Background: an optimization exercise with open tools, aiming at small area. Do not read the settings as production practice. In this exercise RTL edits were held to simulation tests only and were not proved equivalent to the original. Power figures rest on the tool's default switching activity, not on a simulated workload. No driver is modelled on the clock port, so clocking that relies on it looks cheaper here than on a real chip.

## cedar
==> flow/design.v <==
package rf_pkg;
  localparam int unsigned DataWidth = 32;
  localparam int unsigned IntgWidth = 7;
  localparam int unsigned WordWidth = DataWidth + IntgWidth;
  localparam int unsigned AddrWidth = 5;
  localparam logic [IntgWidth*DataWidth-1:0] IntgMask = {
    32'h0810_2040,   
    32'h0408_1020,
    32'h0204_0810,
    32'h8102_0408,
    32'h4081_0204,
    32'h2040_8102,
    32'h1020_4081    
  };
endpackage
module rf_ao22 (
  input  logic a1_i, a2_i, b1_i, b2_i,
  output logic y_o
);
  assign y_o = (a1_i & a2_i) | (b1_i & b2_i);
endmodule
module rf_aoi222 (
  input  logic a1_i, a2_i, b1_i, b2_i, c1_i, c2_i,
  output logic y_o
);
  assign y_o = ~((a1_i & a2_i) | (b1_i & b2_i) | (c1_i & c2_i));
endmodule
module rf_nand4 (
  input  logic a_i, b_i, c_i, d_i,
  output logic y_o
);
  assign y_o = ~(a_i & b_i & c_i & d_i);
endmodule
module rf_and3 (
  input  logic a_i, b_i, c_i,
  output logic y_o
);
  assign y_o = a_i & b_i & c_i;
endmodule
module rf_nand2 (
  input  logic a_i, b_i,
  output logic y_o
);
  assign y_o = ~(a_i & b_i);
endmodule
module rf_or2 (
  input  logic a_i, b_i,
  output logic y_o
);
  assign y_o = a_i | b_i;
endmodule
module rf_and2 (
  input  logic a_i, b_i,
  output logic y_o
);
  assign y_o = a_i & b_i;
endmodule
module rf_nor2 (
  input  logic a_i, b_i,
  output logic y_o
);
  assign y_o = ~(a_i | b_i);
endmodule
module rf_nor2b (
  input  logic a_i, b_n_i,
  output logic y_o
);
  assign y_o = ~a_i & b_n_i;
endmodule
module rf_oai22 (
  input  logic a1_i, a2_i, b1_i, b2_i,
  output logic y_o
);
  assign y_o = ~((a1_i | a2_i) & (b1_i | b2_i));
endmodule
module rf_nand3 (
  input  logic a_i, b_i, c_i,
  output logic y_o
);
  assign y_o = ~(a_i & b_i & c_i);
endmodule
module rf_xnor2 (
  input  logic a_i, b_i,
  output logic y_o
);
  assign y_o = ~(a_i ^ b_i);
endmodule
module rf_inv (
  input  logic a_i,
  output logic y_o
);
  assign y_o = ~a_i;
endmodule
module rf_a21o (
  input  logic a1_i, a2_i, b_i,
  output logic y_o
);
  assign y_o = (a1_i & a2_i) | b_i;
endmodule
module rf_xor2 (
  input  logic a_i, b_i,
  output logic y_o
);
  assign y_o = a_i ^ b_i;
endmodule
module rf_intg_check (
  input  logic [rf_pkg::WordWidth-1:0] word_i,
  output logic                         err_o
);
  localparam int unsigned DW = rf_pkg::DataWidth;
  localparam int unsigned IW = rf_pkg::IntgWidth;
  logic [IW-1:0] syn;
  for (genvar k = 0; k < IW; k++) begin : gen_syn
    localparam int unsigned N = (DW - k + IW - 1) / IW;   
    logic [N:0] acc;
    assign acc[0] = word_i[DW + k];
    for (genvar j = 0; j < N; j++) begin : gen_x
      rf_xor2 u_x (.a_i(acc[j]), .b_i(word_i[k + IW*j]), .y_o(acc[j+1]));
    end
    assign syn[k] = acc[N];
  end
  assign err_o = |syn;
endmodule
module rf_top #(
  parameter int unsigned NumRegs = 32
) (
  input  logic                         clk_i,
  input  logic                         rst_ni,
  input  logic                         acc_req_i,
  output logic                         acc_gnt_o,
  input  logic                         acc_we_i,
  input  logic [rf_pkg::AddrWidth-1:0] acc_addr_i,
  input  logic [rf_pkg::DataWidth-1:0] acc_wdata_i,
  input  logic [rf_pkg::IntgWidth-1:0] acc_wintg_i,
  output logic                         acc_rvalid_o,
  output logic [rf_pkg::DataWidth-1:0] acc_rdata_o,
  output logic                         acc_err_o,
  output logic                         core_sleep_o,
  output logic                         alert_major_o
);
  localparam int unsigned AW = rf_pkg::AddrWidth;
  localparam int unsigned DW = rf_pkg::DataWidth;
  localparam int unsigned WW = rf_pkg::WordWidth;
  localparam int unsigned NP = NumRegs / 2 - 1;   
  localparam int unsigned NS = NP + 1;            
  logic          gnt;
  logic          gnt_we;
  logic          gnt_rd;
  logic          rvalid_q;
  logic          we_q;
  logic          ph_q;
  logic          pi_q;
  logic          alert_q;
  logic [AW-1:0] addr_q;
  logic [WW-1:0] cap_q;
  logic [WW-1:0] m;
  logic [WW-1:0] wbus;
  logic [WW-1:0] req_word;
  logic          is_read;
  logic          is_write;
  logic          cap_sel;
  logic          intg_err;
  assign gnt          = acc_req_i & ~rvalid_q;
  assign gnt_we       = gnt & acc_we_i;
  assign gnt_rd       = gnt & ~acc_we_i;
  assign acc_gnt_o    = gnt;
  assign acc_rvalid_o = rvalid_q;
  assign core_sleep_o = ~acc_req_i & ~rvalid_q;
  always_ff @(posedge clk_i or negedge rst_ni) begin
    if (!rst_ni) begin
      rvalid_q <= 1'b0;
      ph_q     <= 1'b0;
      pi_q     <= 1'b1;
    end else begin
      rvalid_q <= gnt;
      ph_q     <= ~ph_q;
      pi_q     <= pi_q ^ ph_q;
    end
  end
  always_ff @(posedge clk_i) begin
    we_q   <= acc_we_i;
    addr_q <= acc_addr_i;
    cap_q  <= m;
  end
  assign is_read  = rvalid_q & ~we_q;
  assign is_write = rvalid_q & we_q;
  assign req_word = {acc_wintg_i, acc_wdata_i};
  assign cap_sel = is_write |
                   (is_read & (addr_q[0] != ph_q) & (addr_q[AW-1:1] != '0));
  logic act_a, act_q, we_eff, rd_en;
  assign act_a  = gnt      & (acc_addr_i[0] == ph_q);
  assign act_q  = rvalid_q & (addr_q[0] == ph_q);
  assign we_eff = rvalid_q ? we_q : acc_we_i;
  assign rd_en  = ~we_eff & ~clr_q[1];
  logic [NS-1:0] set;
  logic [NS-1:0] keep;
  logic [NS-1:0] rsel;    
  logic [1:0]    clr_q;   
  always_ff @(posedge clk_i or negedge rst_ni) begin
    if (!rst_ni) begin
      clr_q <= 2'b11;
    end else begin
      clr_q <= {clr_q[0], 1'b0};
    end
  end
  logic [3:0] a_hi, a_lo, q_hi, q_lo;
  for (genvar i = 0; i < 4; i++) begin : gen_predec
    assign a_hi[i] = acc_addr_i[4:3] == 2'(i);
    assign a_lo[i] = act_a & (acc_addr_i[2:1] == 2'(i));
    assign q_hi[i] = addr_q[4:3] == 2'(i);
    assign q_lo[i] = act_q & (addr_q[2:1] == 2'(i));
  end
  for (genvar p = 1; p <= NP; p++) begin : gen_pair_sel
    logic hit;
    rf_ao22 u_hit  (.a1_i(a_hi[p/4]), .a2_i(a_lo[p%4]), .b1_i(q_hi[p/4]), .b2_i(q_lo[p%4]),
                    .y_o(hit));
    rf_a21o u_set  (.a1_i(hit), .a2_i(we_eff), .b_i(clr_q[1]), .y_o(set[p-1]));
    rf_nand2 u_keep (.a_i(hit), .b_i(we_eff), .y_o(keep[p-1]));
    rf_and2 u_rsel (.a_i(hit), .b_i(rd_en), .y_o(rsel[p-1]));
  end
  assign set[NS-1]  = gnt_we & (acc_addr_i == AW'(1));
  assign rsel[NS-1] = is_read & (addr_q == AW'(1));
  rf_nor2 u_keep1 (.a_i(set[NS-1]), .b_i(clr_q[0]), .y_o(keep[NS-1]));
  logic ring_rd, pi_rd;
  assign ring_rd = rd_en & ((act_a & (acc_addr_i[AW-1:1] != '0)) |
                            (act_q & (addr_q[AW-1:1] != '0)));
  assign pi_rd   = pi_q & ring_rd;
  logic [WW-1:0] row0_q [NS];     
  logic [WW-1:0] row0_d [NS];
  logic [WW-1:0] row1_q [NS-1];
  logic [WW-1:0] rd_word [NS];    
  for (genvar r = 0; r < NS; r++) begin : gen_rows
    if (r < NS - 1) begin : gen_pair_rows
      assign rd_word[r] = row1_q[r];
      always_ff @(posedge clk_i) begin
        row1_q[r] <= row0_q[r];
      end
    end else begin : gen_single_row
      assign rd_word[r] = row0_q[r];
    end
    for (genvar b = 0; b < WW; b++) begin : gen_bit
      if (r < NS - 1) begin : gen_pair_bit
        rf_oai22 u_nxt (
          .a1_i(rd_word[r][b]), .a2_i(set[r]),
          .b1_i(wbus[b]),       .b2_i(keep[r]),
          .y_o (row0_d[r][b])
        );
      end else begin : gen_single_bit
        rf_ao22 u_nxt (
          .a1_i(rd_word[r][b]), .a2_i(keep[r]),
          .b1_i(m[b]),          .b2_i(set[r]),
          .y_o (row0_d[r][b])
        );
      end
    end
    always_ff @(posedge clk_i) begin
      row0_q[r] <= row0_d[r];
    end
  end
  logic [NS+1:0] src_sel;
  assign src_sel = {cap_sel, gnt_we, rsel};
  for (genvar b = 0; b < WW; b++) begin : gen_m
    logic [NS+1:0] src;
    logic [5:0]    g;   
    logic          a;
    for (genvar r = 0; r < NS; r++) begin : gen_src
      assign src[r] = rd_word[r][b];
    end
    assign src[NS]   = req_word[b];
    assign src[NS+1] = cap_q[b];
    for (genvar j = 0; j < 6; j++) begin : gen_g
      rf_aoi222 u_g (
        .a1_i(src_sel[3*j]),   .a2_i(src[3*j]),
        .b1_i(src_sel[3*j+1]), .b2_i(src[3*j+1]),
        .c1_i(src_sel[3*j+2]), .c2_i(src[3*j+2]),
        .y_o (g[j])
      );
    end
    logic          ring, ring_n;
    rf_and3  u_a    (.a_i(g[0]), .b_i(g[1]), .c_i(g[2]), .y_o(a));
    rf_nand3 u_ring (.a_i(a), .b_i(g[3]), .c_i(g[4]), .y_o(ring));
    rf_xnor2 u_up   (.a_i(ring), .b_i(pi_rd), .y_o(ring_n));
    rf_nand2 u_m    (.a_i(ring_n), .b_i(g[5]), .y_o(m[b]));
    rf_xnor2 u_w    (.a_i(g[5]), .b_i(pi_q), .y_o(wbus[b]));
  end
  for (genvar b = 0; b < DW; b++) begin : gen_out
    rf_and2 u_out (.a_i(m[b]), .b_i(is_read), .y_o(acc_rdata_o[b]));
  end
  rf_intg_check u_intg_check (
    .word_i(m),
    .err_o (intg_err)
  );
  assign acc_err_o = is_read & intg_err;
  always_ff @(posedge clk_i or negedge rst_ni) begin
    if (!rst_ni) begin
      alert_q <= 1'b0;
    end else begin
      alert_q <= alert_q | acc_err_o;
    end
  end
  assign alert_major_o = alert_q;
endmodule
Settings: LEC_CHECK=0, CAP_MARGIN=30, CORE_MARGIN=2, CORE_UTILIZATION=65, CTS_CLUSTER_DIAMETER=100, CTS_CLUSTER_SIZE=32, SLEW_MARGIN=30, SYNTH_HIERARCHICAL=1, SYNTH_MINIMUM_KEEP_SIZE=0; clock period 15.0 ns.
standard.sh (not shown) runs the stock make flow with config.mk's settings and CLKGATE_MAP_FILE= SYNTH_SCRIPT=/design/flow/synth_recipe.tcl, a recipe that flattens the netlist after the stock synthesis.
==> flow/flow/run.sh <==
#!/bin/bash
set -euo pipefail
export CTS_ARGS="-sink_clustering_enable -repair_clock_nets -sink_clustering_size 32 -sink_clustering_max_diameter 100 -dont_use_dummy_load"
export BUFFER_PORTS_ARGS="-buffer_cell sky130_fd_sc_hd__buf_1"
bash standard.sh > standard.log 2>&1
What delta does differently from cedar at the input level:
--- a/flow/design.v
+++ b/flow/design.v
@@ -201,21 +201,15 @@
       clr_q <= 2'b11;
     end else begin
       clr_q <= {clr_q[0], 1'b0};
     end
   end
-  logic [3:0] a_hi, a_lo, q_hi, q_lo;
-  for (genvar i = 0; i < 4; i++) begin : gen_predec
-    assign a_hi[i] = acc_addr_i[4:3] == 2'(i);
-    assign a_lo[i] = act_a & (acc_addr_i[2:1] == 2'(i));
-    assign q_hi[i] = addr_q[4:3] == 2'(i);
-    assign q_lo[i] = act_q & (addr_q[2:1] == 2'(i));
-  end
   for (genvar p = 1; p <= NP; p++) begin : gen_pair_sel
-    logic hit;
-    rf_ao22 u_hit  (.a1_i(a_hi[p/4]), .a2_i(a_lo[p%4]), .b1_i(q_hi[p/4]), .b2_i(q_lo[p%4]),
-                    .y_o(hit));
+    logic dec_a, dec_q, hit;
+    assign dec_a = acc_addr_i[AW-1:1] == (AW-1)'(p);
+    assign dec_q = addr_q[AW-1:1] == (AW-1)'(p);
+    rf_ao22 u_hit  (.a1_i(act_a), .a2_i(dec_a), .b1_i(act_q), .b2_i(dec_q), .y_o(hit));
     rf_a21o u_set  (.a1_i(hit), .a2_i(we_eff), .b_i(clr_q[1]), .y_o(set[p-1]));
     rf_nand2 u_keep (.a_i(hit), .b_i(we_eff), .y_o(keep[p-1]));
     rf_and2 u_rsel (.a_i(hit), .b_i(rd_en), .y_o(rsel[p-1]));
   end
   assign set[NS-1]  = gnt_we & (acc_addr_i == AW'(1));
==> comparison <==
Changes observed in delta relative to cedar: xor and xnor fraction of the mapped netlist area about even, post-synthesis to final-layout area growth comparable, critical path depth lower. Reported for cedar and delta, number of synthesized flops with an enable pin turned out identical to the last digit. | final standard cell area without fillers | delta vs cedar | ≈ equal |. Comparing cedar and delta, the higher switching power share of the total is on delta. Compared with cedar, delta shows net count of the mapped netlist that has gone up slightly. Hold slack in delta is 0.0040 ns above cedar. Re overall via count from detail_route: cedar and delta aren't equal, and the higher value belongs to delta.

## port drivers added, routing unchanged
In the flow no input, the clock included, has a driving cell. The finished layouts below were timed again as built, in two steps. Step 1: set_driving_cell puts a clkbuf_16 on clk_i and a buf_2 on each other input, an assumption about the parent block. Step 2, shift: input delay + t, output delay - t, t = (earliest + latest rising clock arrival at the registers) / 2. This alone moves slack from input paths to output paths. Slacks: ideal / step 1 / step 2; pairs: ideal / step 1.
| run | shift t [ns] | slack for setup (ns) | worst slew at a driven data input, ns |
|---|---|---|---|
| cedar | 0.681 | 3.628 / 3.600 / 3.600 | 0.05 |
| delta | 0.678 | 3.565 / 3.545 / 3.545 | 0.06 |
After both steps setup and hold are still met in every run listed. For cedar, which loses most, drivers alone change the setup slack by -0.028 ns; drivers and shift together by -0.028 ns.
